Background: an optimization exercise with open tools, aiming at small area, a short achievable clock period and few clock cycles per item. Do not read the settings as production practice. At most, simulation tests tie the RTL to the original design; equivalence was not proved. Function not checked in run 7: the RTL went through the layout flow alone. Power is estimated from default activity; no workload was simulated.

===== flow/design.v =====
`timescale 1ns/1ps
module kmeans_top #(
    parameter int num_pixels = 100,
    parameter int iterations = 3
) (
    input  logic                clk,
    input  logic                reset,
    input  logic                start,
    output logic [16-1:0]   pixel_addr,
    input  logic signed [16-1:0] a_data,
    input  logic                cluster_id_rdata,
    input  logic                rgb_dark,
    output logic                cluster_id_we,
    output logic                cluster_id_wdata,
    output logic                lab_clear,
    output logic                done_kmeans,
    output logic                done_cluster
);
    localparam int SW = 16;    
    localparam int AW = 7;               
    localparam int QW = 16;              
    localparam int RW = 7;               
    localparam int TW = RW + QW;         
    localparam logic [1:0] M_IDLE = 2'd0;
    localparam logic [1:0] M_RD   = 2'd1;    
    localparam logic [1:0] M_DV   = 2'd2;    
    localparam logic [1:0] M_IL   = 2'd3;    
    localparam logic [AW-1:0] LAST   = AW'(num_pixels - 1);
    localparam logic [AW-1:0] DV_JMP = AW'(128 - QW - 4);
    localparam logic [QW-1:0] C0U = QW'(0 + 32768);
    localparam logic [QW-1:0] C1U = QW'(5 + 32768);
    logic [1:0]    mode;
    logic          pass2;
    logic [AW-1:0] addr;
    logic          ph;       
    logic          ilf;      
    logic          dv, dvf;  
    logic          lv, lvf;  
    logic [SW-1:0] u_q;
    logic          lab_q, labn_q, sn_q, id_q, dark_q;
    logic [QW-1:0] lo0, lo1;
    logic [RW-1:0] hi0, hi1;
    logic          c0, c1;
    logic [TW-1:0] acc0, acc1;
    assign acc0 = {hi0 + RW'(c0), lo0};
    assign acc1 = {hi1 + RW'(c1), lo1};
    logic [AW-1:0] n0, n1;
    logic [QW+1:0] v;
    logic          fin1_q;   
    logic          fin_q;    
    logic          divstep;  
    logic          we_q, wd_q, lc_q, dk_q, dc_q;
    assign pixel_addr       = {{(16-AW){1'b0}}, addr};
    assign cluster_id_we    = we_q;
    assign cluster_id_wdata = wd_q;
    assign lab_clear        = lc_q;
    assign done_kmeans      = dk_q;
    assign done_cluster     = dc_q;
    logic [SW-1:0] u_in;
    logic          sel;
    assign u_in = {~a_data[SW-1], a_data[SW-2:0]};
    assign sel  = (n1 > n0);
    logic idle, vclr;
    assign idle    = (mode == M_IDLE);
    assign vclr    = divstep && (&addr[3:0]);
    function automatic logic [TW-1:0] dstep(
        input logic [TW-1:0] s,
        input logic [AW-1:0] den
    );
        logic [RW:0]   r2;
        logic [RW+1:0] t;
        r2 = s[TW-1:QW-1];
        t  = {1'b0, r2} - {2'b00, den};
        if (!t[RW+1])
            dstep = {t[RW-1:0], s[QW-2:0], 1'b1};
        else
            dstep = {r2[RW-1:0], s[QW-2:0], 1'b0};
    endfunction
    logic [TW-1:0] ds0, ds1;
    assign ds0 = dstep({hi0, lo0}, n0);
    assign ds1 = dstep({hi1, lo1}, n1);
    function automatic logic [QW-1:0] due_bits(input logic [QW-1:0] c);
        for (int i = 0; i < QW; i++)
            due_bits[i] = c[(QW + 14 - i) % QW];
    endfunction
    localparam logic [QW-1:0] C0D = due_bits(C0U);
    localparam logic [QW-1:0] C1D = due_bits(C1U);
    logic       b0, b1, bq0, bq1;
    assign b0 = (n0 == '0) ? C0D[addr[3:0]] : ds0[0];
    assign b1 = (n1 == '0) ? C1D[addr[3:0]] : ds1[0];
    logic kq0, kq1;
    logic x0, x1, x2;
    assign x0 = !fin_q & (bq0 ^ bq1);
    assign x1 = fin_q ? (kq0 ^ kq1) : (bq0 & bq1);
    assign x2 = fin_q & kq0 & kq1;
    logic [QW:0] vt, vinc, vpre;
    logic        vc1;
    assign vt = v[QW:0];
    assign vc1 = (vt[0] & x1) | x2;
    assign vpre[0] = 1'b0;
    assign vpre[1] = vc1;
    for (genvar i = 2; i <= QW; i++)
    begin : g_vpre
        assign vpre[i] = vc1 & (&vt[i-1:1]);
    end
    assign vinc = {vt[QW:1] ^ vpre[QW:1], vt[0] ^ x1};
    logic [QW:0] acc_sum0, acc_sum1;
    assign acc_sum0 = {1'b0, lo0} + {1'b0, u_q};
    assign acc_sum1 = {1'b0, lo1} + {1'b0, u_q};
    always_ff @(posedge clk)
    begin
        u_q    <= u_in;
        lab_q  <= (u_in > v[QW+1:2]);
        labn_q <= !(u_in > v[QW+1:2]);
        sn_q   <= (a_data < (-10));
        id_q   <= cluster_id_rdata;
        dark_q <= rgb_dark;
    end
    always_ff @(posedge clk)
    begin
        if (idle || fin_q)
        begin
            {hi0, c0, lo0} <= '0;
            {hi1, c1, lo1} <= '0;
            n0   <= '0;
            n1   <= '0;
        end
        else if (divstep)
        begin
            {hi0, lo0} <= ds0;
            {hi1, lo1} <= ds1;
            c0 <= 1'b0;
            c1 <= 1'b0;
        end
        else
        begin
            hi0 <= acc0[TW-1:QW];
            hi1 <= acc1[TW-1:QW];
            c0  <= 1'b0;
            c1  <= 1'b0;
        end
        if (lv && !lvf)
        begin
            if (lab_q)
                {c1, lo1} <= acc_sum1;
            else
                {c0, lo0} <= acc_sum0;
            if (mode != M_IL || sn_q)
            begin
                if (labn_q)
                    n0 <= n0 + 1'b1;
                else
                    n1 <= n1 + 1'b1;
            end
        end
        if (divstep)
        begin
            bq0 <= b0;
            bq1 <= b1;
        end
        if (fin1_q)
        begin
            kq0 <= (n0 != '0) && !lo0[QW-1] && (|hi0);
            kq1 <= (n1 != '0) && !lo1[QW-1] && (|hi1);
        end
        if (idle)
            v <= {({1'b0, C0U} + {1'b0, C1U}), 1'b0};
        else if (vclr)
            v <= '0;
        else if (divstep || fin1_q || fin_q)
            v <= {vinc, x0};
    end
    always_ff @(posedge clk)
    begin
        if (reset)
        begin
            mode  <= M_IDLE;
            pass2 <= 1'b0;
            addr  <= '0;
            ph    <= 1'b0;
            ilf   <= 1'b0;
            dv    <= 1'b0;
            dvf   <= 1'b0;
            lv    <= 1'b0;
            lvf   <= 1'b0;
            fin1_q <= 1'b0;
            fin_q <= 1'b0;
            divstep <= 1'b0;
            we_q  <= 1'b0;
            wd_q  <= 1'b0;
            lc_q  <= 1'b0;
            dk_q  <= 1'b0;
            dc_q  <= 1'b0;
        end
        else
        begin
            lv    <= dv;
            lvf   <= dvf;
            dv    <= 1'b0;
            dvf   <= 1'b0;
            fin1_q <= 1'b0;
            fin_q <= fin1_q;
            divstep <= 1'b0;
            we_q  <= 1'b0;
            lc_q  <= 1'b0;
            case (mode)
                M_IDLE:
                    if (start)
                    begin
                        dv    <= 1'b1;
                        addr  <= addr + 1'b1;
                        mode  <= M_RD;
                        pass2 <= 1'b0;
                        dk_q  <= 1'b0;
                        dc_q  <= 1'b0;
                    end
                M_RD:
                begin
                    dv <= 1'b1;
                    if (addr == LAST)
                    begin
                        addr <= DV_JMP;
                        mode <= M_DV;
                    end
                    else
                        addr <= addr + 1'b1;
                end
                M_DV:
                begin
                    addr    <= addr + 1'b1;
                    divstep <= (addr >= DV_JMP + 2'd2) && (addr <= 7'd125);
                    fin1_q  <= (addr == 7'd126);
                    if (&addr)
                    begin
                        pass2 <= 1'b1;
                        ph    <= 1'b0;
                        ilf   <= 1'b0;
                        mode  <= pass2 ? M_IL : M_RD;
                    end
                end
                default:  
                begin
                    ph <= ~ph;
                    if (!ph)
                    begin
                        dv   <= (addr <= LAST);
                        dvf  <= ilf;
                        addr <= (addr == '0) ? LAST : addr - 1'b1;
                        if (lv)
                        begin
                            we_q <= 1'b1;
                            if (lvf)
                            begin
                                wd_q <= ~(id_q ^ sel);
                                lc_q <= (id_q ^ sel) | dark_q;
                                dk_q <= 1'b1;
                            end
                            else
                                wd_q <= !labn_q;
                        end
                    end
                    else
                    begin
                        if (addr == LAST)
                        begin
                            if (dk_q)
                            begin
                                addr <= '0;
                                dc_q <= 1'b1;
                                mode <= M_IDLE;
                            end
                            else
                                addr <= AW'(1);
                        end
                        else if (!ilf && addr == LAST - 1'b1)
                        begin
                            addr <= '0;
                            ilf  <= 1'b1;
                        end
                        else
                            addr <= addr + 2'd2;
                    end
                end
            endcase
        end
    end
endmodule

===== flow/flow/run.sh =====
#!/bin/bash
set -euo pipefail
bash standard.sh finish "BUFFER_PORTS_ARGS=-buffer_cell sky130_fd_sc_hd__buf_4" \
    > standard_flow.log 2>&1

===== flow/standard.sh =====
#!/bin/bash
# synth_recipe.tcl (not shown) runs the flow's synth.tcl, then flattens the netlist and writes it again
# the make line also repeats each setting of config.mk as NAME=value (left out here)
make -C /OpenROAD-flow-scripts/flow DESIGN_CONFIG=/design/flow/config.mk WORK_HOME=/design/flow/orfs CLKGATE_MAP_FILE= SYNTH_SCRIPT=/design/flow/synth_recipe.tcl "${@:-finish}"

===== flow/config.mk =====
export PLATFORM = sky130hd
export DESIGN_NAME = kmeans_top
export DESIGN_NICKNAME = kmeans_top
export VERILOG_FILES = /design/flow/design.v
export SDC_FILE = /design/flow/constraint.sdc
export NUM_CORES = 4
export LEC_CHECK = 0
export ABC_AREA = 1
export CAP_MARGIN = 20
export CORE_MARGIN = 2
export CORE_UTILIZATION = 45
export CTS_BUF_LIST = sky130_fd_sc_hd__clkbuf_8
export SETUP_SLACK_MARGIN = 3.4
export SLEW_MARGIN = 20

===== flow/constraint.sdc =====
create_clock -name core_clock -period 5.5 [get_ports {clk}]
set_input_delay 1.1000 -clock core_clock [delete_from_list [all_inputs] [get_ports {clk}]]
set_output_delay 1.1000 -clock core_clock [all_outputs]
set_load 0.01 [all_outputs]

==> impl_metrics.env, run 1 <==
export IMPL_status="no timing/DRC/antenna violations"
export IMPL_synth_area_sq_um=9101
export IMPL_rr_startpoint="u_q[0]$_DFF_P_"
export IMPL_switching_share=0.4184
export IMPL_final_antenna_net_count=0
export IMPL_hold_class="reg2reg"
export IMPL_yosys_warnings=1
export IMPL_synth_common_cells="nand2_1 (292), inv_1 (161), nand3_1 (128)"
export IMPL_antenna_found_initial=0
export IMPL_grt_usage=0.2205
export IMPL_drt_iter0_drc=387
export IMPL_internal_power_mw=1.892
export IMPL_fin_setup_tns_ns=0
export IMPL_wire_per_inst_um=14.10
export IMPL_worst_slack_ns=3.462
export IMPL_synth_largest_area_cell="dfxtp_1"
export IMPL_cp_top_family="flip-flops"
export IMPL_path_depth=1
export IMPL_final_max_slew_viol_count=0
export IMPL_dr_pass1_iters=5
export IMPL_clk_path_buf_depth=2
export IMPL_area_growth_pct=11.75
export IMPL_grt_pass1_vias=7976
export IMPL_setup_viol=0
export IMPL_hold_violations=0
export IMPL_post_dp_hpwl_um=17500
export IMPL_core_area_sq_um=20040
export IMPL_slew_headroom=0.6111
export IMPL_synth_cell_types=51
export IMPL_clkSinkCount=129
export IMPL_tightest_slew_ns=0.5802
export IMPL_totalWireLength_um=23170
export IMPL_grt_pass1_wl_um=38710
export IMPL_cp_arrival_ns=0.94
export IMPL_fin_crit_sh=0.3706
export IMPL_syn_area_per_cell_sq_um=6.926
export IMPL_total_power_mw=3.253
export IMPL_rsz0062_at_grt="true"
export IMPL_synth_edf_count=4
export IMPL_async_flop_share=0
export IMPL_htree_levels=4
export IMPL_die_y_um=146.2
export IMPL_vias=8543
export IMPL_crit_fanout=2
export IMPL_path_class="reg2out"
export IMPL_fp_dieW_um=146.2
export IMPL_synth_area_leaders="dfxtp_1 (27%), ha_1 (13%), nand2_1 (12%), nand3_1 (7.0%), inv_1 (6.6%)"
export IMPL_regToRegSetupSlack_ns=3.56
export IMPL_p_switching_mw=1.361
export IMPL_slowest_stage="dfxtp_4"
export IMPL_dieArea_sq_um=21380
export IMPL_finClkSkew_ns=0.01741
export IMPL_cp_end_kind="primary output"
export IMPL_cts_buffers=17
export IMPL_drive_gt1_frac=0.1194
export IMPL_power_density_nw_per_um2=319.8
export IMPL_period_minus_slack_ns=2.038
export IMPL_required_ns=4.40
export IMPL_syn_inst=1314
export IMPL_cts_hold_buf=0
export IMPL_r2r_end="lo0[10]$_DFF_P_"
export IMPL_min_from="dv$_SDFF_PP0_"
export IMPL_cts_root_buffer="clkbuf_8"
export IMPL_yosysSeqAreaShare=0.2881
export IMPL_io_pins=42
export IMPL_cts_tree="yes"
export IMPL_leakagePower_nw=4.778
export IMPL_synth_top_cell_area_share=0.2750
export IMPL_min_path_cells=2
export IMPL_grt_max_degree=52
export IMPL_peakVddDrop_mv=0.2325
export IMPL_place_ws_ns=3.068
export IMPL_start_util=0.4542
export IMPL_clk_pin_slew_ns=0.09
export IMPL_crit_path_start_kind="register"
export IMPL_synth_most_common_cell="nand2_1"
export IMPL_reg2reg_depth=11
export IMPL_crit_chain="buf_4"
export IMPL_grt_overflow=0
export IMPL_p_clk_frac=0.253
export IMPL_seq_power_share=0.339
export IMPL_min_to="lv$_SDFF_PP0_"
export IMPL_synth_ff_type="dfxtp_1"
export IMPL_port_buffers=32
export IMPL_fin_nets=1480
export IMPL_vias_per_cell=5.200
export IMPL_slowest_delay_ns=0.35
export IMPL_diodes=0
export IMPL_critPathBufInv=1
export IMPL_maxCapViolCount=0
export IMPL_clk_insertion_delay_late_ns=0.45
export IMPL_drc=0
export IMPL_num_rows=52
export IMPL_routabilityCongestion=0.9030
export IMPL_comb_power_share=0.409
export IMPL_fmax_ghz=0.4907
export IMPL_ys_ff_latch=129
## registers in the layout (all words and copies together) (netlist names), 2 cells and up
name / flops
hi1: 7
lo0: 16
lo1: 16
hi0: 7
mode: 2
n1: 7
n0: 7
addr: 7
v: 18
u_q: 16
## cell type report
class                           instances  area, sq um
Sequential cell                       129         2660
Fill cell                            2091         9868
Timing Repair inverter                  1        5.005
Timing Repair Buffer                   52        397.9
Multi-Input combinational cell        986         5723
Tap cell                              270        337.8
Clock buffer                           17        234.0
Clock inverter                         15        156.4
Inverter                              173        656.9
## layout by cell type, fill, tap and decap left out, drive strengths merged, types with 7 or more instances in the layout
cell	count
nand3b	9
xnor2	7
o32ai	7
ha	95
clkbuf	17
conb	9
inv	177
xor2	19
nor3	16
nor2	113
or2	9
a21oi	111
nand3	131
dfxtp	125
buf	52
o21ai	82
nand2	298
nand4	15
o211ai	15
## worst max-delay path by stage
stage	from	end	slack (ns)
CTS	addr[0]$_SDFFE_PP0P_	pixel_addr[0]	3.40
finish	addr[2]$_SDFFE_PP0P_	pixel_addr[2]	3.46
global route	mode[0]$_SDFFE_PP0P_	n0[2]$_DFF_P_	3.38
global placement	divstep$_SDFF_PP0_	v[10]$_SDFFE_PP0N_	3.12
detailed placement	divstep$_SDFF_PP0_	v[10]$_SDFFE_PP0N_	3.07
floorplan	a_data[15]	labn_q$_DFF_P_	3.43
## routing by layer
layer,up-vias,wire [um],global-route usage
met5,-,0,0
li1,4465,-,-
met3,21,1003,0.03781
met2,207,10750,0.3627
met4,0,278,0.05922
met1,3850,11140,0.3003
## logic make-up (layout without fill, tap and decap cells)
group | after synthesis | after routing | synth area share
other | 1 | 9 | 0.0004120
adders and majority gates | 99 | 99 | 0.1394
and+or+nand+nor | 600 | 600 | 0.2941
buffers and inverters | 207 | 258 | 0.09321
DFF | 129 | 129 | 0.2882
muxes | 5 | 5 | 0.005499
AOI/OAI and AO/OA | 247 | 247 | 0.1542
xor gates and xnor gates | 26 | 26 | 0.02502
## through the flow
| stage | std cells | hold slack, ns | area [sq um] | util |
|---|---|---|---|---|
| floorplan | 1322 | 0.3883 | 9131 | - |
| global placement | 1593 | 0.3913 | 9539 | 0.4760 |
| detailed placement | 1593 | 0.3960 | 9539 | 0.4760 |
| CTS | 1638 | 0.4058 | 10080 | 0.5031 |
| global route | 1643 | 0.4182 | 10170 | 0.5076 |
| finish | 1643 | 0.4016 | 10170 | 0.5076 |
## what timing repair did
item,in CTS,in global routing
pin swaps,1,3
buffers inserted,12,5
setup endpoints to repair,48,50
resized for setup,23,22
cloned,1,0
## power by group through the flow
stage          Sequential [mW]  Combinational, mW  Clock, mW
6_report                  1.10               1.33      0.822
5_1_grt                   1.11               1.51      0.889
4_1_cts                   1.10               1.30      0.850
3_5_place_dp              1.15               1.20          0
3_3_place_gp              1.15               1.20          0
2_1_floorplan             1.11              0.947          0
Testbench counts, summed over its fixed seeds: cycles 30,824, jobs 48.
==> inputs of run 2 (changes only) <==
--- a/flow/config.mk
+++ b/flow/config.mk
@@ -12,2 +12,3 @@
 export CTS_BUF_LIST = sky130_fd_sc_hd__clkbuf_8
+export PLACE_DENSITY = 0.65
 export SETUP_SLACK_MARGIN = 3.4
==> run 2 against run 1 <==
Largest power group unchanged. Core utilization shrank 0.062 points. Clock power grew 4.7%. Worst hold slack gained 0.016 ns.
==> impl_metrics.env, run 2 <==
export IMPL_status="no timing/DRC/antenna violations"
export IMPL_synth_area_leaders="dfxtp_1 (27%), ha_1 (13%), nand2_1 (12%), nand3_1 (7.0%), inv_1 (6.6%)"
export IMPL_finClkSkew_ns=0.01202
export IMPL_post_dp_hpwl_um=17160
export IMPL_grt_pass1_wl_um=38880
export IMPL_start_util=0.4542
export IMPL_fin_nets=1477
export IMPL_place_area_sq_um=9539
export IMPL_path_class="reg2out"
export IMPL_comb_power_share=0.403
export IMPL_synth_largest_area_cell="dfxtp_1"
export IMPL_maxCapViolCount=0
export IMPL_cts_tree="yes"
export IMPL_crit_chain="buf_4"
export IMPL_port_buffers=32
export IMPL_core_area_sq_um=20040
export IMPL_topRoutingLayerUsed="met4"
export IMPL_crit_path_start_kind="register"
export IMPL_dr_pass1_iters=5
export IMPL_antenna_found_initial=0
export IMPL_slowest_stage="dfxtp_4"
export IMPL_seq_power_share=0.335
export IMPL_grt_max_degree=52
export IMPL_slowest_delay_ns=0.36
export IMPL_synth_area_sq_um=9101
export IMPL_clk_insertion_delay_late_ns=0.45
export IMPL_mostFrequentLayoutCell="nand2_1"
export IMPL_period_minus_slack_ns=2.047
export IMPL_drt_iter0_drc=517
export IMPL_cts_root_buffer="clkbuf_8"
export IMPL_required_ns=4.40
export IMPL_finish_utilization=0.5069
export IMPL_area_growth_pct=11.62
export IMPL_slew_headroom=0.5977
export IMPL_synth_edf_count=4
export IMPL_syn_area_per_cell_sq_um=6.926
export IMPL_synth_top_cell_area_share=0.2750
export IMPL_internal_power_mw=1.962
export IMPL_tightest_slew_ns=0.5980
export IMPL_totalWireLength_um=22920
export IMPL_clkSinkCount=129
export IMPL_met3_length_um=1021
export IMPL_drive_gt1_frac=0.1125
export IMPL_fmax_ghz=0.4886
export IMPL_vias_per_cell=5.254
export IMPL_rsz0062_at_grt="true"
export IMPL_syn_inst=1314
export IMPL_final_antenna_net_count=0
export IMPL_leakagePower_nw=4.772
export IMPL_most_common_layout_cells="nand2_1 (286), inv_1 (159), nand3_1 (127)"
export IMPL_grt_usage=0.2206
export IMPL_hold_class="reg2reg"
export IMPL_fp_dieW_um=146.2
export IMPL_num_rows=52
export IMPL_met2WireLength_um=10420
export IMPL_peakVddDrop_mv=0.2888
export IMPL_drt_met1_wl_um=10990
export IMPL_cts_buffers=17
export IMPL_fin_setup_tns_ns=0
export IMPL_worst_slack_ns=3.453
export IMPL_diodes=0
export IMPL_synth_cell_types=51
export IMPL_cp_end_kind="primary output"
export IMPL_top_register="v"
export IMPL_async_flop_share=0
export IMPL_hold_violations=0
export IMPL_p_clk_frac=0.261
export IMPL_place_ws_ns=3.108
export IMPL_largest_reg_flops=18
export IMPL_holdWs_ns=0.4175
export IMPL_ys_ff_latch=129
export IMPL_cp_top_family="flip-flops"
export IMPL_vias=8612
export IMPL_clk_path_buf_depth=2
export IMPL_setup_viol=0
export IMPL_crit_fanout=5
export IMPL_p_switching_mw=1.330
export IMPL_clk_pin_slew_ns=0.08
export IMPL_grt_pass1_vias=8121
export IMPL_die_y_um=146.2
export IMPL_drc=0
export IMPL_fin_crit_sh=0.3721
export IMPL_power_density_nw_per_um2=324.1
export IMPL_finalInstanceArea_sq_um=10160
export IMPL_htree_levels=4
export IMPL_yosysSeqAreaShare=0.2881
export IMPL_dieArea_sq_um=21380
export IMPL_final_max_slew_viol_count=0
export IMPL_cp_arrival_ns=0.95
export IMPL_grt_overflow=0
export IMPL_switching_share=0.4039
export IMPL_critPathBufInv=1
export IMPL_io_pins=42
export IMPL_synth_most_common_cell="nand2_1"
export IMPL_synth_common_cells="nand2_1 (292), inv_1 (161), nand3_1 (128)"
export IMPL_yosys_warnings=1
export IMPL_synth_ff_type="dfxtp_1"
export IMPL_routabilityCongestion=0.8926
export IMPL_wire_per_inst_um=13.98
run 2: final timing paths:
path                             start         endpoint  slack (ns)  cells after the start
setup / recovery     dk_q$_SDFFE_PP0P_      done_kmeans        3.45                      1
hold / removal          dvf$_SDFF_PP0_   lvf$_SDFF_PP0_        0.42                      2
setup reg to reg  mode[0]$_SDFFE_PP0P_  lc_q$_SDFF_PP0_        3.53                      7
hold reg to reg         dvf$_SDFF_PP0_   lvf$_SDFF_PP0_        0.42                      2
run 2: routing by layer:
layer	vias up	track usage
met5	-	0
met4	0	0.07427
met3	34	0.03281
met2	188	0.3580
met1	3938	0.3011
li1	4452	-
run 2: cell type report:
| type | instances | area [sq um] |
|---|---|---|
| clock buffer | 20 | 275.3 |
| clock inverter | 11 | 137.6 |
| fill | 2093 | 9881 |
| inverter | 173 | 656.9 |
| multi-input combinational | 986 | 5718 |
| sequential | 129 | 2656 |
| tap | 270 | 337.8 |
| timing repair buffer | 49 | 371.6 |
| timing repair inverter | 1 | 5.005 |
run 2: stage by stage:
| step | power [mW] | std cells |
|---|---|---|
| after global routing | 3.546 | 1639 |
| after CTS | 3.274 | 1634 |
| after floorplan | 2.056 | 1322 |
| final | 3.292 | 1639 |
| after global placement | 2.338 | 1593 |
| after detailed placement | 2.344 | 1593 |
run 2: tightest hold or removal path: stages (launching register included):
cell,delay (ns)
dfxtp_1,0.31
inv_1,0.04
nor2_1,0.03
run 2: timing repair:
action,4_1_cts,5_1_grt
endpoints found under the setup margin,52,29
buffers inserted,9,5
hold buffers,0,0
gates resized for setup,25,13
cloned,1,0
pin swaps,2,3
run 2: logic make-up (layout without fill, tap and decap cells):
family                   Yosys count  count (layout)  synth area share
AND/OR/NAND/NOR                  600             600            0.2941
AO/OA/AOI/OAI                    247             247            0.1542
buffers and inverters            207             254           0.09321
flip-flops                       129             129            0.2882
adder cells (fa/ha/maj)           99              99            0.1394
XOR/XNOR                          26              26           0.02502
multiplexers                       5               5          0.005499
other                              1               9         0.0004120
run 2: power groups by stage:
stage	combinational, mW	clock [mW]	sequential (mW)
after floorplan	0.947	0	1.11
after global placement	1.19	0	1.15
after detailed placement	1.19	0	1.15
after CTS	1.28	0.882	1.11
after global routing	1.51	0.926	1.11
final	1.33	0.861	1.10
==> inputs of run 3 (changes only) <==
--- a/flow/config.mk
+++ b/flow/config.mk
@@ -12,4 +12,3 @@
 export CTS_BUF_LIST = sky130_fd_sc_hd__clkbuf_8
-export PLACE_DENSITY = 0.65
-export SETUP_SLACK_MARGIN = 3.4
+export SETUP_SLACK_MARGIN = 3.45
 export SLEW_MARGIN = 20
==> run 3 against run 2 <==
Setup slack improved by 0.014 ns. Critical path depth did not move. Maximum frequency rose by 0.69%. Sequential power barely moved. Largest cell class unchanged. Core utilization rose by 0.93 points. Clock power rose by 3.7%. Via count fell by 0.10%. Area after synthesis did not move. Die area did not move. Combinational power rose by 5%. Highest routed layer unchanged. Synthesized cell count did not move. Still clean.
==> impl_metrics.env, run 3 <==
export IMPL_clk_path_buf_depth=2
export IMPL_required_ns=4.40
export IMPL_most_common_layout_cells="nand2_1 (281), inv_1 (157), nand3_1 (127)"
export IMPL_synth_edf_count=4
export IMPL_setup_viol=0
export IMPL_die_y_um=146.2
export IMPL_largest_reg_flops=18
export IMPL_drc=0
export IMPL_diodes=0
export IMPL_critPathBufInv=1
export IMPL_dr_pass1_iters=5
export IMPL_synth_cell_types=51
export IMPL_totalWireLength_um=23370
export IMPL_syn_inst=1314
export IMPL_vias=8603
export IMPL_core_area_sq_um=20040
export IMPL_drt_iter0_drc=411
export IMPL_numPlacedInstances=1593
export IMPL_drive_gt1_frac=0.1291
export IMPL_vias_per_cell=5.217
export IMPL_grt_pass1_vias=8186
export IMPL_rr_startpoint="u_q[0]$_DFF_P_"
export IMPL_async_flop_share=0
export IMPL_grt_pass1_wl_um=39470
export IMPL_cp_top_family="flip-flops"
export IMPL_port_buffers=32
export IMPL_ys_ff_latch=129
export IMPL_maxCapViolCount=0
export IMPL_final_antenna_net_count=0
export IMPL_fin_crit_sh=0.3696
export IMPL_cp_startpoint="addr[0]$_SDFFE_PP0P_"
export IMPL_rsz0062_at_grt="true"
export IMPL_io_pins=42
export IMPL_cts_tree="yes"
export IMPL_finClkSkew_ns=0.01569
export IMPL_cts_buffers=17
export IMPL_cts_root_buffer="clkbuf_8"
export IMPL_yosysSeqAreaShare=0.2881
export IMPL_final_max_slew_viol_count=0
export IMPL_post_dp_hpwl_um=17410
export IMPL_power_density_nw_per_um2=327.4
export IMPL_path_class="reg2out"
export IMPL_fp_dieW_um=146.2
export IMPL_fin_nets=1487
export IMPL_synth_common_cells="nand2_1 (292), inv_1 (161), nand3_1 (128)"
export IMPL_clkSinkCount=129
export IMPL_synth_ff_type="dfxtp_1"
export IMPL_synth_most_common_cell="nand2_1"
export IMPL_synth_area_leaders="dfxtp_1 (27%), ha_1 (13%), nand2_1 (12%), nand3_1 (7.0%), inv_1 (6.6%)"
export IMPL_synth_top_cell_area_share=0.2750
export IMPL_slew_headroom=0.6366
export IMPL_antenna_found_initial=0
export IMPL_clk_insertion_delay_late_ns=0.46
export IMPL_synth_largest_area_cell="dfxtp_1"
export IMPL_crit_path_start_kind="register"
export IMPL_tightest_slew_ns=0.5445
export IMPL_status="no timing/DRC/antenna violations"
export IMPL_num_rows=52
export IMPL_fmax_ghz=0.4919
export IMPL_cp_arrival_ns=0.93
export IMPL_top_register="v"
export IMPL_slowest_delay_ns=0.37
export IMPL_hold_class="reg2reg"
export IMPL_htree_levels=4
export IMPL_mostFrequentLayoutCell="nand2_1"
export IMPL_period_minus_slack_ns=2.033
export IMPL_grt_max_degree=52
export IMPL_fin_setup_tns_ns=0
export IMPL_clk_pin_slew_ns=0.08
export IMPL_cp_end_kind="primary output"
export IMPL_syn_area_per_cell_sq_um=6.926
export IMPL_min_from="dv$_SDFF_PP0_"
export IMPL_start_util=0.4542
export IMPL_final_cells=1649
export IMPL_peakVddDrop_mv=0.2330
export IMPL_grt_overflow=0
export IMPL_wire_per_inst_um=14.17
export IMPL_crit_chain="buf_6"
export IMPL_slowest_stage="dfxtp_4"
export IMPL_grt_usage=0.2247
export IMPL_holdWs_ns=0.4060
export IMPL_hold_violations=0
export IMPL_synth_area_sq_um=9101
export IMPL_crit_fanout=2
export IMPL_dieArea_sq_um=21380
export IMPL_routabilityCongestion=0.9140
export IMPL_yosys_warnings=1
export IMPL_leakagePower_nw=4.837
export IMPL_area_growth_pct=13.66
-- run 3: path summary, 6_finish.rpt --
kind                     endpoint  slack, ns  cells past startpoint
setup reg to reg  lo0[10]$_DFF_P_       3.58                     11
hold reg to reg     lv$_SDFF_PP0_       0.41                      2
hold / removal      lv$_SDFF_PP0_       0.41                      2
setup / recovery    pixel_addr[0]       3.47                      1
-- run 3: logic make-up (layout without fill, tap and decap cells) --
kind of cell             after synthesis  in the layout  synth area share
multiplexers                           5              5          0.005499
adder cells (fa/ha/maj)               99             99            0.1394
other                                  1              9         0.0004120
AND/OR/NAND/NOR                      600            600            0.2941
flip-flops                           129            129            0.2882
XOR/XNOR                              26             26           0.02502
AO/OA/AOI/OAI                        247            247            0.1542
buffers and inverters                207            264           0.09321
-- run 3: where the power goes --
part,total (mW),leakage (nW),switching [mW],internal [mW]
logic,1.39,3.57,0.885,0.503
clock network,0.893,0.209,0.426,0.468
registers,1.11,1.06,0.0792,1.03
-- run 3: area by class of cell --
| class | count | area, sq um |
|---|---|---|
| flip-flops and latches | 129 | 2661 |
| repair inverters | 1 | 7.507 |
| fillers | 2032 | 9694 |
| repair buffers | 59 | 505.5 |
| clock inverters | 13 | 173.9 |
| clock buffers | 18 | 247.7 |
| well taps | 270 | 337.8 |
| inverters | 173 | 659.4 |
| multi-input cells | 986 | 5752 |
-- run 3: timing repair --
action                     CTS  global route
pin swaps                    1             6
resized for setup           36            26
buffers inserted            10            14
setup endpoints to repair   54            60
hold buffers                 0             0
hold endpoints to repair     0             0
cloned                       1             0
-- run 3: layer usage --
layer | vias to the layer above | part of all wire | global-route usage
met1 | 3888 | 0.49 | 0.3024
li1 | 4490 | - | -
met5 | - | 0 | 0
met2 | 196 | 0.45 | 0.3710
met4 | 0 | 0.016 | 0.07087
met3 | 29 | 0.044 | 0.03563
-- run 3: metrics by stage --
step	setup slack, ns	instance area, sq um	power (mW)	util
final	3.467	10340	3.387	0.5162
after global routing	3.431	10340	3.650	0.5162
after CTS	3.439	10140	3.320	0.5061
after detailed placement	3.126	9544	2.354	0.4763
after global placement	3.163	9544	2.356	0.4763
after floorplan	3.451	9136	2.056	-
==> inputs of run 4 (changes only) <==
--- a/flow/config.mk
+++ b/flow/config.mk
@@ -10,3 +10,3 @@
 export CORE_MARGIN = 2
-export CORE_UTILIZATION = 45
+export CORE_UTILIZATION = 40
 export CTS_BUF_LIST = sky130_fd_sc_hd__clkbuf_8
==> run 4 against run 3 <==
Setup slack worse by 0.0019 ns. Maximum frequency about the same. Global-route usage down 2.2 points. Still clean. Combinational power about the same. Highest routed layer unchanged. Largest power group unchanged. Critical path type unchanged. Register-to-register slack about the same. Largest cell class unchanged. Sequential power about the same. Synthesized cell count unchanged.
==> impl_metrics.env, run 4 <==
export IMPL_status="no timing/DRC/antenna violations"
export IMPL_vias_per_cell=5.213
export IMPL_post_dp_hpwl_um=17700
export IMPL_fin_setup_tns_ns=0
export IMPL_fin_crit_sh=0.3699
export IMPL_holdWs_ns=0.4026
export IMPL_crit_path_start_kind="register"
export IMPL_synth_largest_area_cell="dfxtp_1"
export IMPL_worst_slack_ns=3.465
export IMPL_diodes=0
export IMPL_largest_reg_flops=18
export IMPL_io_pins=42
export IMPL_hold_violations=0
export IMPL_crit_chain="buf_6"
export IMPL_cts_root_buffer="clkbuf_8"
export IMPL_tightest_slew_ns=0.6014
export IMPL_yosys_warnings=1
export IMPL_fin_nets=1483
export IMPL_num_fill_cells=2248
export IMPL_totalWireLength_um=23650
export IMPL_maxCapViolCount=0
export IMPL_synth_most_common_cell="nand2_1"
export IMPL_vias=8658
export IMPL_synth_area_leaders="dfxtp_1 (27%), ha_1 (13%), nand2_1 (12%), nand3_1 (7.0%), inv_1 (6.6%)"
export IMPL_ys_ff_latch=129
export IMPL_slew_headroom=0.5954
export IMPL_top_register="v"
export IMPL_hold_class="reg2reg"
export IMPL_syn_inst=1314
export IMPL_leakagePower_nw=4.839
export IMPL_peakVddDrop_mv=0.2811
export IMPL_core_area_sq_um=22500
export IMPL_finalInstanceArea_sq_um=10360
export IMPL_clk_insertion_delay_late_ns=0.45
export IMPL_cp_top_family="flip-flops"
export IMPL_rsz0062_at_grt="true"
export IMPL_critPathBufInv=1
export IMPL_required_ns=4.40
export IMPL_period_minus_slack_ns=2.035
export IMPL_grt_max_degree=52
export IMPL_synth_top_cell_area_share=0.2750
export IMPL_grt_pass1_wl_um=39720
export IMPL_multi_input_area_sq_um=5762
export IMPL_finClkSkew_ns=0.01462
export IMPL_start_util=0.4044
export IMPL_routabilityCongestion=0.9221
export IMPL_seq_area_sq_um=2661
export IMPL_grt_overflow=0
export IMPL_wire_per_inst_um=14.24
export IMPL_synth_common_cells="nand2_1 (292), inv_1 (161), nand3_1 (128)"
export IMPL_cp_end_kind="primary output"
export IMPL_final_max_slew_viol_count=0
export IMPL_clkSinkCount=129
export IMPL_slowest_delay_ns=0.37
export IMPL_mostFrequentLayoutCell="nand2_1"
export IMPL_synth_cell_types=51
export IMPL_most_common_layout_cells="nand2_1 (284), inv_1 (157), nand3_1 (125)"
export IMPL_port_buffers=32
export IMPL_dr_pass1_iters=5
export IMPL_grt_pass1_vias=8125
export IMPL_async_flop_share=0
export IMPL_fmax_ghz=0.4915
export IMPL_slowest_stage="dfxtp_4"
export IMPL_antenna_found_initial=0
export IMPL_cts_tree="yes"
export IMPL_drc=0
export IMPL_clk_pin_slew_ns=0.09
export IMPL_synth_edf_count=4
export IMPL_drt_iter0_drc=456
export IMPL_synth_ff_type="dfxtp_1"
export IMPL_synth_area_sq_um=9101
export IMPL_crit_fanout=2
export IMPL_syn_area_per_cell_sq_um=6.926
export IMPL_die_y_um=154.8
export IMPL_num_rows=55
export IMPL_power_density_nw_per_um2=330.9
export IMPL_area_growth_pct=13.80
export IMPL_fp_dieW_um=154.8
export IMPL_cts_buffers=17
export IMPL_htree_levels=4
export IMPL_dieArea_sq_um=23980
export IMPL_total_power_mw=3.427
export IMPL_place_ws_ns=3.115
export IMPL_final_antenna_net_count=0
export IMPL_place_area_sq_um=9563
export IMPL_drive_gt1_frac=0.1286
export IMPL_grt_usage=0.2031
export IMPL_setup_viol=0
export IMPL_clk_path_buf_depth=2
export IMPL_yosysSeqAreaShare=0.2881
export IMPL_path_class="reg2out"
export IMPL_cp_arrival_ns=0.93
==> run 4: cell counts after synthesis <==
Identical to the previous run, type by type.
==> run 4: worst paths after layout <==
| kind | endpoint | slack (ns) | cells past startpoint | from |
|---|---|---|---|---|
| max | pixel_addr[0] | 3.47 | 1 | addr[0]$_SDFFE_PP0P_ |
| max reg2reg | lo0[10]$_DFF_P_ | 3.59 | 11 | lo0[0]$_DFF_P_ |
| min | lv$_SDFF_PP0_ | 0.40 | 2 | dv$_SDFF_PP0_ |
| min reg2reg | lv$_SDFF_PP0_ | 0.40 | 2 | dv$_SDFF_PP0_ |
==> run 4: report_power, final <==
group | total [mW] | internal [mW] | switching, mW
Sequential | 1.11 | 1.03 | 0.0787
Combinational | 1.36 | 0.465 | 0.893
Clock | 0.964 | 0.547 | 0.417
==> run 4: worst register-to-register path, stage by stage (launching register included) <==
cell and delay (ns):
dfxtp_1 0.34, ha_1 0.22, fa_2 0.36, nand2_1 0.08
nand3_1 0.08, nand3b_1 0.09, nand2_1 0.11, nand2_1 0.09
nand2_1 0.06, or2_2 0.27, nand3_1 0.07, nand2_1 0.06
==> run 4: layer usage <==
metal / up-vias / global-route usage / wire length (um)
met5: - / 0 / 0
met2: 209 / 0.3372 / 11010
met1: 3935 / 0.2753 / 11290
met4: 0 / 0.06614 / 374
met3: 31 / 0.02382 / 972
li1: 4483 / - / -
==> run 4: repair_timing <==
item | 4_1_cts | 5_1_grt
hold buffers | 0 | 0
gates cloned | 1 | 0
pin swaps | 1 | 5
setup buffers | 11 | 9
resized for setup | 36 | 28
endpoints found under the setup margin | 55 | 58
==> run 4: final cells by class <==
| cell class | instances | share of cell area |
|---|---|---|
| multi-input combinational | 986 | 0.5563 |
| sequential | 129 | 0.2569 |
| inverter | 173 | 0.06342 |
| timing repair buffer | 55 | 0.04349 |
| tap | 285 | 0.03443 |
| clock buffer | 17 | 0.02259 |
| clock inverter | 15 | 0.02235 |
| timing repair inverter | 1 | 0.0004832 |
==> run 4: cell families (layout without fill, tap and decap cells) <==
| group | after synthesis | in the layout | synth area share |
|---|---|---|---|
| AO/OA/AOI/OAI | 247 | 247 | 0.1542 |
| XOR/XNOR | 26 | 26 | 0.02502 |
| adder cells (fa/ha/maj) | 99 | 99 | 0.1394 |
| buffers and inverters | 207 | 261 | 0.09321 |
| flip-flops | 129 | 129 | 0.2882 |
| multiplexers | 5 | 5 | 0.005499 |
| other | 1 | 9 | 0.0004120 |
| AND/OR/NAND/NOR | 600 | 600 | 0.2941 |
==> run 4: metrics by stage <==
step                      instances  utilization
after floorplan                1322            -
after global placement         1608       0.4250
after detailed placement       1608       0.4250
after CTS                      1652       0.4535
after global routing           1661       0.4603
final                          1661       0.4603
==> inputs of run 5 (changes only) <==
--- a/flow/config.mk
+++ b/flow/config.mk
@@ -12,3 +12,3 @@
 export CTS_BUF_LIST = sky130_fd_sc_hd__clkbuf_8
-export SETUP_SLACK_MARGIN = 3.45
+export SETUP_SLACK_MARGIN = 3.35
 export SLEW_MARGIN = 20
==> run 5 against run 4 <==
Design area is 2.1% lower. Critical path depth stayed put. Worst hold slack better by 0.0049 ns. Sequential power hardly changed. Maximum frequency is 3.2% lower. Clock skew is 0.00082 ns higher. Combinational power is 5% lower. Critical endpoint is now pixel_addr[4]. Highest routed layer unchanged.
==> impl_metrics.env, run 5 <==
export IMPL_peakVddDrop_mv=0.2729
export IMPL_port_buffers=32
export IMPL_fin_nets=1475
export IMPL_setup_viol=0
export IMPL_final_antenna_net_count=0
export IMPL_dr_pass1_iters=7
export IMPL_grt_usage=0.1982
export IMPL_crit_path_start_kind="register"
export IMPL_cp_end_kind="primary output"
export IMPL_mostFrequentLayoutCell="nand2_1"
export IMPL_cts_root_buffer="clkbuf_8"
export IMPL_drc=0
export IMPL_diodes=0
export IMPL_grt_pass1_wl_um=38830
export IMPL_worst_slack_ns=3.399
export IMPL_synth_area_leaders="dfxtp_1 (27%), ha_1 (13%), nand2_1 (12%), nand3_1 (7.0%), inv_1 (6.6%)"
export IMPL_grt_overflow=0
export IMPL_crit_chain="buf_4"
export IMPL_fin_crit_sh=0.3820
export IMPL_cts_buffers=17
export IMPL_clk_path_buf_depth=2
export IMPL_clk_insertion_delay_late_ns=0.45
export IMPL_synth_ff_type="dfxtp_1"
export IMPL_core_area_sq_um=22500
export IMPL_rsz0062_at_grt="true"
export IMPL_wire_per_inst_um=14.04
export IMPL_yosys_warnings=1
export IMPL_synth_most_common_cell="nand2_1"
export IMPL_synth_area_sq_um=9101
export IMPL_leakagePower_nw=4.753
export IMPL_hold_class="reg2reg"
export IMPL_grt_pass1_vias=7998
export IMPL_total_power_mw=3.261
export IMPL_clkSinkCount=129
export IMPL_synth_common_cells="nand2_1 (292), inv_1 (161), nand3_1 (128)"
export IMPL_io_pins=42
export IMPL_hold_violations=0
export IMPL_place_ws_ns=3.123
export IMPL_vias=8505
export IMPL_num_fill_cells=2256
export IMPL_crit_fanout=9
export IMPL_drive_gt1_frac=0.1083
export IMPL_critPathBufInv=1
export IMPL_largest_reg_flops=18
export IMPL_synth_largest_area_cell="dfxtp_1"
export IMPL_htree_levels=4
export IMPL_die_y_um=154.8
export IMPL_fmax_ghz=0.4760
export IMPL_tightest_slew_ns=0.5643
export IMPL_cp_arrival_ns=1.00
export IMPL_vias_per_cell=5.148
export IMPL_path_class="reg2out"
export IMPL_synth_edf_count=4
export IMPL_most_common_layout_cells="nand2_1 (287), inv_1 (158), nand3_1 (128)"
export IMPL_multi_input_area_sq_um=5703
export IMPL_async_flop_share=0
export IMPL_clk_pin_slew_ns=0.08
export IMPL_fin_setup_tns_ns=0
export IMPL_regToRegSetupSlack_ns=3.49
export IMPL_totalWireLength_um=23200
export IMPL_grt_max_degree=52
export IMPL_status="no timing/DRC/antenna violations"
export IMPL_maxCapViolCount=0
export IMPL_cts_hold_buf=0
export IMPL_ys_ff_latch=129
export IMPL_finClkSkew_ns=0.01544
export IMPL_reg2reg_depth=10
export IMPL_fp_dieW_um=154.8
export IMPL_start_util=0.4044
export IMPL_cp_top_family="flip-flops"
export IMPL_syn_inst=1314
export IMPL_dieArea_sq_um=23980
export IMPL_cts_tree="yes"
export IMPL_period_minus_slack_ns=2.101
export IMPL_area_growth_pct=11.37
export IMPL_syn_area_per_cell_sq_um=6.926
export IMPL_yosysSeqAreaShare=0.2881
export IMPL_synth_top_cell_area_share=0.2750
export IMPL_slowest_delay_ns=0.41
export IMPL_post_dp_hpwl_um=17720
export IMPL_num_rows=55
export IMPL_top_register="v"
export IMPL_final_max_slew_viol_count=0
export IMPL_required_ns=4.40
export IMPL_min_path_cells=2
export IMPL_slew_headroom=0.6224
export IMPL_routabilityCongestion=0.9283
export IMPL_path_depth=1
export IMPL_drt_iter0_drc=541
export IMPL_slowest_stage="dfxtp_4"
export IMPL_seq_area_sq_um=2654
export IMPL_antenna_found_initial=0
export IMPL_synth_cell_types=51
export IMPL_power_density_nw_per_um2=321.8
==> run 5: changes by cell type in the layout (fill, tap and decap cells not counted), sizes merged <==
cell / delta
inv: -1
buf: -8
clkinv: +3
clkbuf: +1
bufinv: -2
clkinvlp: -2
==> run 5: cell type report <==
class,count,share of cell area
flip-flops and latches,129,0.2618
clock buffers,18,0.02444
clock inverters,13,0.01580
repair buffers,47,0.03518
multi-input cells,986,0.5626
inverters,173,0.06444
well taps,285,0.03518
repair inverters,1,0.0004938
==> run 5: final timing paths <==
kind,startpoint,end
worst max-delay path,addr[4]$_SDFFE_PP0P_,pixel_addr[4]
worst min-delay path,dvf$_SDFF_PP0_,lvf$_SDFF_PP0_
worst max register to register,lo0[15]$_DFF_P_,bq0$_DFFE_PP_
worst min register to register,dvf$_SDFF_PP0_,lvf$_SDFF_PP0_
==> run 5: repair_timing <==
item | 4_1_cts | 5_1_grt
setup buffers | 5 | 7
setup endpoints to repair | 46 | 37
resized for setup | 20 | 11
gates cloned | 1 | 0
pin swaps | 1 | 1
==> run 5: per-stage QoR <==
stage | instances | utilization | hold slack, ns | area (sq um)
floorplan | 1322 | - | 0.3883 | 9131
global placement | 1608 | 0.4247 | 0.3915 | 9558
global route | 1652 | 0.4504 | 0.4192 | 10140
finish | 1652 | 0.4504 | 0.4075 | 10140
CTS | 1645 | 0.4469 | 0.4078 | 10060
detailed placement | 1608 | 0.4247 | 0.3967 | 9558
==> run 5: routing by layer <==
layer  global-route usage  wire (um)  vias up
li1                     -          -     4461
met1               0.2700      11330     3859
met2               0.3284      10760      161
met3              0.02550        754       24
met4              0.05952        354        0
met5                    0          0        -
==> run 5: cell families (layout without fill, tap and decap cells) <==
group / Yosys count / after routing / share of synthesized area
other: 1 / 9 / 0.0004120
buffers and inverters: 207 / 252 / 0.09321
DFF: 129 / 129 / 0.2882
muxes: 5 / 5 / 0.005499
and+or+nand+nor: 600 / 600 / 0.2941
xor gates and xnor gates: 26 / 26 / 0.02502
adders and majority gates: 99 / 99 / 0.1394
AOI/OAI and AO/OA: 247 / 247 / 0.1542
==> run 5: power breakdown <==
group | switching [mW] | internal (mW) | leakage [nW] | total [mW]
sequential | 0.0929 | 1.03 | 1.06 | 1.12
clock | 0.392 | 0.458 | 0.213 | 0.850
combinational | 0.849 | 0.441 | 3.48 | 1.29
total | 1.33 | 1.93 | 4.75 | 3.26
==> run 5: worst min-delay path, cell delays in order, from the launching register on <==
cell,delay (ns)
dfxtp_1,0.30
inv_1,0.04
nor2_1,0.03
==> inputs of run 6 (changes only) <==
--- a/flow/config.mk
+++ b/flow/config.mk
@@ -12,3 +12,5 @@
 export CTS_BUF_LIST = sky130_fd_sc_hd__clkbuf_8
-export SETUP_SLACK_MARGIN = 3.35
+export CTS_CLUSTER_DIAMETER = 60
+export CTS_CLUSTER_SIZE = 20
+export SETUP_SLACK_MARGIN = 3.4
 export SLEW_MARGIN = 20
==> run 6 against run 5 <==
Final cell count is 0.18% higher. Die area stayed put. Combinational power is 3% higher. Flip-flop and latch count stayed put. Routed wire length is 0.59% higher. Non-clock buffer count is 3 higher. Setup slack better by 0.048 ns. Design area is 0.57% higher. Sequential power hardly changed. Count of clock-buffer cells in the layout stayed put. First-iteration DRC count is 3.3% lower. Critical endpoint is now pixel_addr[0].
==> impl_metrics.env, run 6 <==
export IMPL_status="no timing/DRC/antenna violations"
export IMPL_finClkSkew_ns=0.01462
export IMPL_htree_levels=4
export IMPL_muxShareOfSynthArea=0.005499
export IMPL_grt_overflow=0
export IMPL_grt_pass1_vias=8037
export IMPL_crit_fanout=2
export IMPL_dr_pass1_iters=7
export IMPL_maxCapViolCount=0
export IMPL_multi_input_area_sq_um=5731
export IMPL_largest_reg_flops=18
export IMPL_diodes=0
export IMPL_clkSinkCount=129
export IMPL_hold_class="reg2reg"
export IMPL_post_dp_hpwl_um=17720
export IMPL_crit_chain="buf_4"
export IMPL_tightest_slew_ns=0.5710
export IMPL_num_fill_cells=2255
export IMPL_ys_ff_latch=129
export IMPL_fp_dieW_um=154.8
export IMPL_area_growth_pct=12.00
export IMPL_seq_area_sq_um=2658
export IMPL_period_minus_slack_ns=2.053
export IMPL_antenna_found_initial=0
export IMPL_vias=8508
export IMPL_totalWireLength_um=23340
export IMPL_cp_top_family="flip-flops"
export IMPL_synth_common_cells="nand2_1 (292), inv_1 (161), nand3_1 (128)"
export IMPL_clk_path_buf_depth=2
export IMPL_synthXorXnorAreaFrac=0.02502
export IMPL_cp_arrival_ns=0.95
export IMPL_reg2reg_depth=10
export IMPL_grt_usage=0.1993
export IMPL_synth_most_common_cell="nand2_1"
export IMPL_synth_ff_type="dfxtp_1"
export IMPL_synth_area_leaders="dfxtp_1 (27%), ha_1 (13%), nand2_1 (12%), nand3_1 (7.0%), inv_1 (6.6%)"
export IMPL_die_y_um=154.8
export IMPL_fin_crit_sh=0.3733
export IMPL_final_max_slew_viol_count=0
export IMPL_start_util=0.4044
export IMPL_synth_area_sq_um=9101
export IMPL_synth_top_family_by_area="simple AND/OR/NAND/NOR gates"
export IMPL_fin_nets=1478
export IMPL_cts_root_buffer="clkbuf_8"
export IMPL_yosys_warnings=1
export IMPL_critPathBufInv=1
export IMPL_drc=0
export IMPL_rsz0062_at_grt="false"
export IMPL_fin_setup_tns_ns=0
export IMPL_num_rows=55
export IMPL_synth_simple_area_share=0.2941
export IMPL_synth_top_cell_area_share=0.2750
export IMPL_mostFrequentLayoutCell="nand2_1"
export IMPL_leakagePower_nw=4.780
export IMPL_core_area_sq_um=22500
export IMPL_clk_insertion_delay_late_ns=0.45
export IMPL_min_path_cells=2
export IMPL_synth_edf_count=4
export IMPL_grt_pass1_wl_um=39000
export IMPL_wire_per_inst_um=14.10
export IMPL_holdWs_ns=0.4075
export IMPL_yosys_area_share_adder=0.1394
export IMPL_top_register="v"
export IMPL_routabilityCongestion=0.9283
export IMPL_crit_path_start_kind="register"
export IMPL_cts_buffers=17
export IMPL_path_depth=1
export IMPL_fmax_ghz=0.4871
export IMPL_final_antenna_net_count=0
export IMPL_hold_violations=0
export IMPL_vias_per_cell=5.141
export IMPL_synth_compound_area_frac=0.1542
export IMPL_cts_tree="yes"
export IMPL_slew_headroom=0.6158
export IMPL_port_buffers=32
export IMPL_syn_area_per_cell_sq_um=6.926
export IMPL_setup_viol=0
export IMPL_grt_max_degree=52
export IMPL_slowest_stage="dfxtp_4"
export IMPL_slowest_delay_ns=0.37
export IMPL_synth_largest_area_cell="dfxtp_1"
export IMPL_syn_inst=1314
export IMPL_total_power_mw=3.286
export IMPL_finish_utilization=0.4530
export IMPL_yosysSeqAreaShare=0.2881
export IMPL_clk_pin_slew_ns=0.08
export IMPL_cts_hold_buf=0
export IMPL_power_density_nw_per_um2=322.4
export IMPL_drt_iter0_drc=523
export IMPL_peakVddDrop_mv=0.2751
export IMPL_synth_cell_types=51
export IMPL_required_ns=4.40
export IMPL_async_flop_share=0
export IMPL_io_pins=42
export IMPL_dieArea_sq_um=23980
export IMPL_path_class="reg2out"
export IMPL_most_common_layout_cells="nand2_1 (285), inv_1 (158), nand3_1 (126)"
export IMPL_cp_end_kind="primary output"
export IMPL_drive_gt1_frac=0.1161
[run 6: report_power, final]
group / leakage, nW / switching [mW] / internal (mW)
clock network: 0.213 / 0.392 / 0.458
registers: 1.06 / 0.0765 / 1.03
logic: 3.51 / 0.875 / 0.457
[run 6: what timing repair did]
action                                  in CTS  in global routing
setup buffers                               10                  5
pin swaps                                    1                  2
endpoints found under the setup margin      49                 28
resized for setup                           25                 17
cloned                                       1                  0
[run 6: layout make-up]
| class | count | share of cell area |
|---|---|---|
| repair inverters | 1 | 0.0004910 |
| inverters | 173 | 0.06407 |
| flip-flops and latches | 129 | 0.2607 |
| well taps | 285 | 0.03498 |
| clock buffers | 18 | 0.02430 |
| multi-input cells | 986 | 0.5622 |
| clock inverters | 13 | 0.01571 |
| repair buffers | 50 | 0.03756 |
[run 6: tightest hold or removal path, stage by stage (launching register included)]
cell and delay [ns]:
dfxtp_1 0.30, inv_1 0.04, nor2_1 0.03
[run 6: kinds of logic after synthesis]
| kind of cell | after synthesis |
|---|---|
| XOR/XNOR | 26 |
| multiplexers | 5 |
| buffers and inverters | 207 |
| other | 1 |
| flip-flops | 129 |
| adder cells (fa/ha/maj) | 99 |
| AND/OR/NAND/NOR | 600 |
| AO/OA/AOI/OAI | 247 |
[run 6: path summary, 6_finish.rpt]
check	slack, ns	end	start
max	3.45	pixel_addr[0]	addr[0]$_SDFFE_PP0P_
min	0.41	lvf$_SDFF_PP0_	dvf$_SDFF_PP0_
max reg2reg	3.55	bq0$_DFFE_PP_	lo0[15]$_DFF_P_
min reg2reg	0.41	lvf$_SDFF_PP0_	dvf$_SDFF_PP0_
[run 6: per-layer routing]
metal	global-route usage	up-vias	part of all wire
li1	-	4465	-
met1	0.2700	3884	0.49
met2	0.3314	139	0.46
met3	0.02578	20	0.031
met4	0.06041	0	0.013
met5	0	-	0
[run 6: per-stage QoR]
stage,setup slack [ns],std cells,instance area (sq um)
floorplan,3.427,1322,9131
CTS,3.323,1650,10110
global placement,3.180,1608,9558
finish,3.447,1655,10190
detailed placement,3.123,1608,9558
global route,3.393,1655,10190
==> inputs of run 7 (changes only) <==
--- a/flow/design.v
+++ b/flow/design.v
@@ -28,3 +28,3 @@
     localparam logic [AW-1:0] LAST   = AW'(num_pixels - 1);
-    localparam logic [AW-1:0] DV_JMP = AW'(128 - QW - 4);
+    localparam logic [AW-1:0] DV_JMP = AW'(128 - QW - 3);
     localparam logic [QW-1:0] C0U = QW'(0 + 32768);
@@ -40,10 +40,7 @@
     logic          lab_q, labn_q, sn_q, id_q, dark_q;
-    logic [QW-1:0] lo0, lo1;
-    logic [RW-1:0] hi0, hi1;
-    logic          c0, c1;
     logic [TW-1:0] acc0, acc1;
-    assign acc0 = {hi0 + RW'(c0), lo0};
-    assign acc1 = {hi1 + RW'(c1), lo1};
     logic [AW-1:0] n0, n1;
+    logic [7:0]    nd;       
     logic [QW+1:0] v;
+    logic          f0, f1;   
     logic          fin1_q;   
@@ -61,3 +58,3 @@
     assign u_in = {~a_data[SW-1], a_data[SW-2:0]};
-    assign sel  = (n1 > n0);
+    assign sel  = ~nd[7] & (|nd);
     logic idle, vclr;
@@ -79,4 +76,4 @@
     logic [TW-1:0] ds0, ds1;
-    assign ds0 = dstep({hi0, lo0}, n0);
-    assign ds1 = dstep({hi1, lo1}, n1);
+    assign ds0 = dstep(acc0, n0);
+    assign ds1 = dstep(acc1, n1);
     function automatic logic [QW-1:0] due_bits(input logic [QW-1:0] c);
@@ -88,4 +85,4 @@
     logic       b0, b1, bq0, bq1;
-    assign b0 = (n0 == '0) ? C0D[addr[3:0]] : ds0[0];
-    assign b1 = (n1 == '0) ? C1D[addr[3:0]] : ds1[0];
+    assign b0 = f0 ? C0D[addr[3:0]] : ds0[0];
+    assign b1 = f1 ? C1D[addr[3:0]] : ds1[0];
     logic kq0, kq1;
@@ -106,5 +103,4 @@
     assign vinc = {vt[QW:1] ^ vpre[QW:1], vt[0] ^ x1};
-    logic [QW:0] acc_sum0, acc_sum1;
-    assign acc_sum0 = {1'b0, lo0} + {1'b0, u_q};
-    assign acc_sum1 = {1'b0, lo1} + {1'b0, u_q};
+    logic [TW-1:0] acc_sum;
+    assign acc_sum = (lab_q ? (acc1 & {TW{!f1}}) : (acc0 & {TW{!f0}})) + TW'(u_q);
     always_ff @(posedge clk)
@@ -122,6 +118,5 @@
         begin
-            {hi0, c0, lo0} <= '0;
-            {hi1, c1, lo1} <= '0;
-            n0   <= '0;
-            n1   <= '0;
+            f0 <= 1'b1;
+            f1 <= 1'b1;
+            nd <= '0;
         end
@@ -129,26 +124,28 @@
         begin
-            {hi0, lo0} <= ds0;
-            {hi1, lo1} <= ds1;
-            c0 <= 1'b0;
-            c1 <= 1'b0;
-        end
-        else
-        begin
-            hi0 <= acc0[TW-1:QW];
-            hi1 <= acc1[TW-1:QW];
-            c0  <= 1'b0;
-            c1  <= 1'b0;
-        end
-        if (lv && !lvf)
+            acc0 <= ds0;
+            acc1 <= ds1;
+        end
+        else if (lv && !lvf)
         begin
             if (lab_q)
-                {c1, lo1} <= acc_sum1;
+            begin
+                acc1 <= acc_sum;
+                f1   <= 1'b0;
+            end
             else
-                {c0, lo0} <= acc_sum0;
-            if (mode != M_IL || sn_q)
-            begin
-                if (labn_q)
-                    n0 <= n0 + 1'b1;
-                else
-                    n1 <= n1 + 1'b1;
+            begin
+                acc0 <= acc_sum;
+                f0   <= 1'b0;
+            end
+            if (labn_q)
+            begin
+                n0 <= (n0 & {AW{!f0}}) + 1'b1;
+                if (sn_q)
+                    nd <= nd - 1'b1;
+            end
+            else
+            begin
+                n1 <= (n1 & {AW{!f1}}) + 1'b1;
+                if (sn_q)
+                    nd <= nd + 1'b1;
             end
@@ -162,4 +159,4 @@
         begin
-            kq0 <= (n0 != '0) && !lo0[QW-1] && (|hi0);
-            kq1 <= (n1 != '0) && !lo1[QW-1] && (|hi1);
+            kq0 <= !f0 && !acc0[QW-1] && (|acc0[TW-1:QW]);
+            kq1 <= !f1 && !acc1[QW-1] && (|acc1[TW-1:QW]);
         end
@@ -230,3 +227,3 @@
                     addr    <= addr + 1'b1;
-                    divstep <= (addr >= DV_JMP + 2'd2) && (addr <= 7'd125);
+                    divstep <= (addr >= DV_JMP + 1'b1) && (addr <= 7'd125);
                     fin1_q  <= (addr == 7'd126);
==> flow/run.sh (new file) <==
#!/bin/bash
# synth_recipe.tcl (not shown) runs the flow's synth.tcl, then flattens the netlist and writes it again
# the make line also repeats each setting of config.mk as NAME=value (left out here)
make -C /OpenROAD-flow-scripts/flow DESIGN_CONFIG=/design/flow/config.mk WORK_HOME=/design/flow/orfs CLKGATE_MAP_FILE= SYNTH_SCRIPT=/design/flow/synth_recipe.tcl finish
--- a/flow/config.mk
+++ b/flow/config.mk
@@ -11,6 +11,3 @@
 export CORE_UTILIZATION = 40
-export CTS_BUF_LIST = sky130_fd_sc_hd__clkbuf_8
-export CTS_CLUSTER_DIAMETER = 60
-export CTS_CLUSTER_SIZE = 20
-export SETUP_SLACK_MARGIN = 3.4
+export SETUP_SLACK_MARGIN = 3.0
 export SLEW_MARGIN = 20
removed: flow/flow/run.sh
removed: flow/standard.sh
==> run 7 against run 6 <==
Sequential power rose by 13%. Sequential share of layout area up 5.6 points. Area after synthesis shrank 0.16%. Non-clock buffer count rose by 5. First-iteration DRC count is 1.9% lower. Register-to-register slack got worse by 0.47 ns. Critical path type is now reg2reg. Critical endpoint is now acc0[20]$_DFFE_PP_. Highest routed layer is now met5.
==> impl_metrics.env, run 7 <==
export IMPL_multi_input_area_sq_um=5177
export IMPL_num_fill_cells=2188
export IMPL_yosysSeqAreaShare=0.3723
export IMPL_p_switching_mw=1.201
export IMPL_synth_most_common_cell="nand2_1"
export IMPL_synth_cell_types=51
export IMPL_cts_root_buffer="clkbuf_16"
export IMPL_slowest_delay_ns=0.41
export IMPL_grt_pass1_vias=7547
export IMPL_fin_crit_sh=0.4405
export IMPL_slew_headroom=0.3088
export IMPL_setup_viol=0
export IMPL_critPathBufInv=1
export IMPL_clk_path_buf_depth=2
export IMPL_hold_violations=0
export IMPL_synth_largest_area_cell="edfxtp_1"
export IMPL_htree_levels=4
export IMPL_grt_overflow=0
export IMPL_seq_power_share=0.376
export IMPL_dieArea_sq_um=23940
export IMPL_rsz0062_at_grt="true"
export IMPL_peakVddDrop_mv=0.2144
export IMPL_switching_share=0.3640
export IMPL_grt_max_degree=58
export IMPL_maxCapViolCount=0
export IMPL_fmax_ghz=0.4128
export IMPL_seq_area_sq_um=3416
export IMPL_clk_insertion_delay_late_ns=0.43
export IMPL_start_util=0.4050
export IMPL_crit_fanout=10
export IMPL_cts_tree="yes"
export IMPL_synth_top_cell_area_share=0.2115
export IMPL_p_clk_frac=0.335
export IMPL_die_y_um=154.7
export IMPL_hold_class="reg2reg"
export IMPL_area_growth_pct=18.85
export IMPL_clkSinkCount=137
export IMPL_synth_area_leaders="edfxtp_1 (21%), dfxtp_1 (16%), nand2_1 (10%), ha_1 (9.9%), inv_1 (7.6%)"
export IMPL_final_antenna_net_count=0
export IMPL_fin_nets=1354
export IMPL_core_area_sq_um=22430
export IMPL_ys_ff_latch=137
export IMPL_antenna_found_initial=1
export IMPL_clk_pin_slew_ns=0.06
export IMPL_finClkSkew_ns=0.01434
export IMPL_post_dp_hpwl_um=16880
export IMPL_cp_top_family="simple AND/OR/NAND/NOR gates"
export IMPL_num_rows=55
export IMPL_synth_common_cells="nand2_1 (242), inv_1 (185), nor2_1 (101)"
export IMPL_place_area_sq_um=9647
export IMPL_reg_top3="acc0: 23 flops, acc1: 23 flops, v: 18 flops"
export IMPL_slowest_stage="fa_2"
export IMPL_async_flop_share=0
export IMPL_drt_iter0_drc=513
export IMPL_port_buffers=32
export IMPL_period_minus_slack_ns=2.423
export IMPL_wire_per_inst_um=15.13
export IMPL_syn_inst=1202
export IMPL_grt_pass1_wl_um=37720
export IMPL_synth_edf_count=64
export IMPL_diodes=0
export IMPL_finalInstanceArea_sq_um=10800
export IMPL_status="no timing/DRC/antenna violations"
export IMPL_syn_area_per_cell_sq_um=7.559
export IMPL_drive_gt1_frac=0.1307
export IMPL_power_density_nw_per_um2=305.5
export IMPL_cp_end_kind="register"
export IMPL_leakagePower_nw=4.870
export IMPL_routabilityCongestion=0.9333
export IMPL_total_power_mw=3.299
export IMPL_internal_power_mw=2.098
export IMPL_vias_per_cell=5.193
export IMPL_drc=0
export IMPL_path_class="reg2reg"
export IMPL_mostFrequentLayoutCell="nand2_1"
export IMPL_crit_top_cell="nand2_1"
export IMPL_final_cells=1555
export IMPL_cts_buffers=17
export IMPL_dr_pass1_iters=5
export IMPL_comb_power_share=0.289
export IMPL_final_max_slew_viol_count=0
export IMPL_fin_setup_tns_ns=0
export IMPL_synth_area_sq_um=9086
export IMPL_crit_chain="buf_12, nand2_8, o22ai_2, ha_2, fa_2, nand2_1, nand3_2, nand3_1, nand2_2, nand3_2, nand2_1, nand2_1, nand2_1, nand3_2, nand2_1"
export IMPL_fp_dieW_um=154.7
export IMPL_synth_ff_type="dfxtp_1"
export IMPL_grt_usage=0.1962
export IMPL_totalWireLength_um=23530
export IMPL_crit_path_start_kind="register"
export IMPL_tightest_slew_ns=1.037
export IMPL_cp_arrival_ns=2.59
export IMPL_most_common_layout_cells="nand2_1 (227), inv_1 (185), nor2_1 (96)"
export IMPL_numPlacedInstances=1500
export IMPL_io_pins=42
export IMPL_yosys_warnings=1
export IMPL_vias=8075
export IMPL_holdWs_ns=0.4022
export IMPL_required_ns=5.67
-- run 7: worst reg2reg max path, delay by kind of cell, from the launching register on --
kind                     cells  cell delay, ns
AO/OA/AOI/OAI                1            0.10
adder cells (fa/ha/maj)      2            0.62
buffers and inverters        1            0.14
flip-flops                   1            0.36
AND/OR/NAND/NOR             11            0.94
-- run 7: final cells by class --
class / count / area share
Clock buffer: 18 / 0.04171
Timing Repair inverter: 2 / 0.001390
Timing Repair Buffer: 55 / 0.04855
Tap cell: 285 / 0.03302
Multi-Input combinational cell: 849 / 0.4794
Clock inverter: 14 / 0.01031
Sequential cell: 137 / 0.3163
Inverter: 195 / 0.06929
-- run 7: timing repair --
item,4_1_cts,5_1_grt
cloned,1,2
resized for setup,37,73
endpoints found under the setup margin,106,57
setup buffers,4,16
hold buffers,0,0
pin swaps,2,23
-- run 7: cells by family (layout without fill, tap and decap cells) --
| family | Yosys count | count (layout) | share of synthesized area |
|---|---|---|---|
| other cells | 1 | 9 | 0.0004127 |
| fa+ha+maj | 76 | 76 | 0.1080 |
| flops | 137 | 137 | 0.3723 |
| xor+xnor | 31 | 31 | 0.02988 |
| simple gates | 482 | 483 | 0.2335 |
| buf+inv | 225 | 284 | 0.1001 |
| compound gates | 250 | 250 | 0.1557 |
-- run 7: path summary, 6_finish.rpt --
| check | cells after the start | slack [ns] | from | end |
|---|---|---|---|---|
| hold reg to reg | 2 | 0.40 | dv$_SDFF_PP0_ | lv$_SDFF_PP0_ |
| setup reg to reg | 15 | 3.08 | lab_q$_DFF_P_ | acc0[20]$_DFFE_PP_ |
| setup / recovery | 15 | 3.08 | lab_q$_DFF_P_ | acc0[20]$_DFFE_PP_ |
| hold / removal | 2 | 0.40 | dv$_SDFF_PP0_ | lv$_SDFF_PP0_ |
-- run 7: layer usage --
layer	routed length [um]	track usage	vias to the layer above	part of all wire
met4	476	0.06305	2	0.020
met1	11060	0.2660	3746	0.47
met5	13	0	-	0.00055
met2	10940	0.3172	175	0.46
met3	1045	0.03670	40	0.044
li1	-	-	4112	-
-- run 7: per-stage QoR --
stage / setup slack, ns / util
final: 3.077 / 0.4814
after global routing: 2.967 / 0.4814
after CTS: 3.004 / 0.4611
after floorplan: 2.671 / -
after detailed placement: 2.460 / 0.4300
after global placement: 2.472 / 0.4300
-- run 7: power groups by stage --
stage | sequential (mW) | clock, mW | combinational [mW]
after floorplan | 1.23 | 0 | 0.654
after global placement | 1.26 | 0 | 0.884
after detailed placement | 1.25 | 0 | 0.885
after CTS | 1.24 | 1.12 | 0.902
after global routing | 1.25 | 1.16 | 1.07
final | 1.24 | 1.11 | 0.952

==> re-timing with driven ports <==
In the flow no input, the clock included, has a driving cell. The finished layouts below were timed again as built, in two steps. Step 1 (the two cells are an assumption about what drives the block):
set clk [get_ports {clk}]
set_driving_cell -lib_cell sky130_fd_sc_hd__clkbuf_16 $clk
set_driving_cell -lib_cell sky130_fd_sc_hd__buf_2 [delete_from_list [all_inputs] $clk]
Step 2 adds t to the input delays and takes it off the output delays; t is the mean of the earliest and latest rising clock arrival at the registers after step 1. Input paths then give back, and output paths get back, about the clock's delay inside the block. a / b / c = ideal / step 1 / step 2; a / b = the first two.
run	t, ns	setup slack, ns	hold slack, ns	cell pins on the clock port's net
run 1	0.486	3.462 / 3.418 / 3.130	0.402 / 0.402 / 0.402	1
run 2	0.481	3.453 / 3.411 / 3.140	0.417 / 0.417 / 0.417	1
run 3	0.489	3.467 / 3.426 / 3.213	0.406 / 0.406 / 0.406	1
run 4	0.485	3.465 / 3.423 / 3.190	0.403 / 0.403 / 0.403	1
run 5	0.484	3.399 / 3.360 / 3.153	0.407 / 0.407 / 0.407	1
run 6	0.477	3.447 / 3.408 / 3.145	0.407 / 0.407 / 0.407	1
run 7	0.471	3.077 / 3.038 / 2.689	0.402 / 0.402 / 0.402	1
After both steps setup and hold are still met in every run listed. For run 7, which loses most, drivers alone change the setup slack by -0.039 ns; drivers and shift together by -0.388 ns.
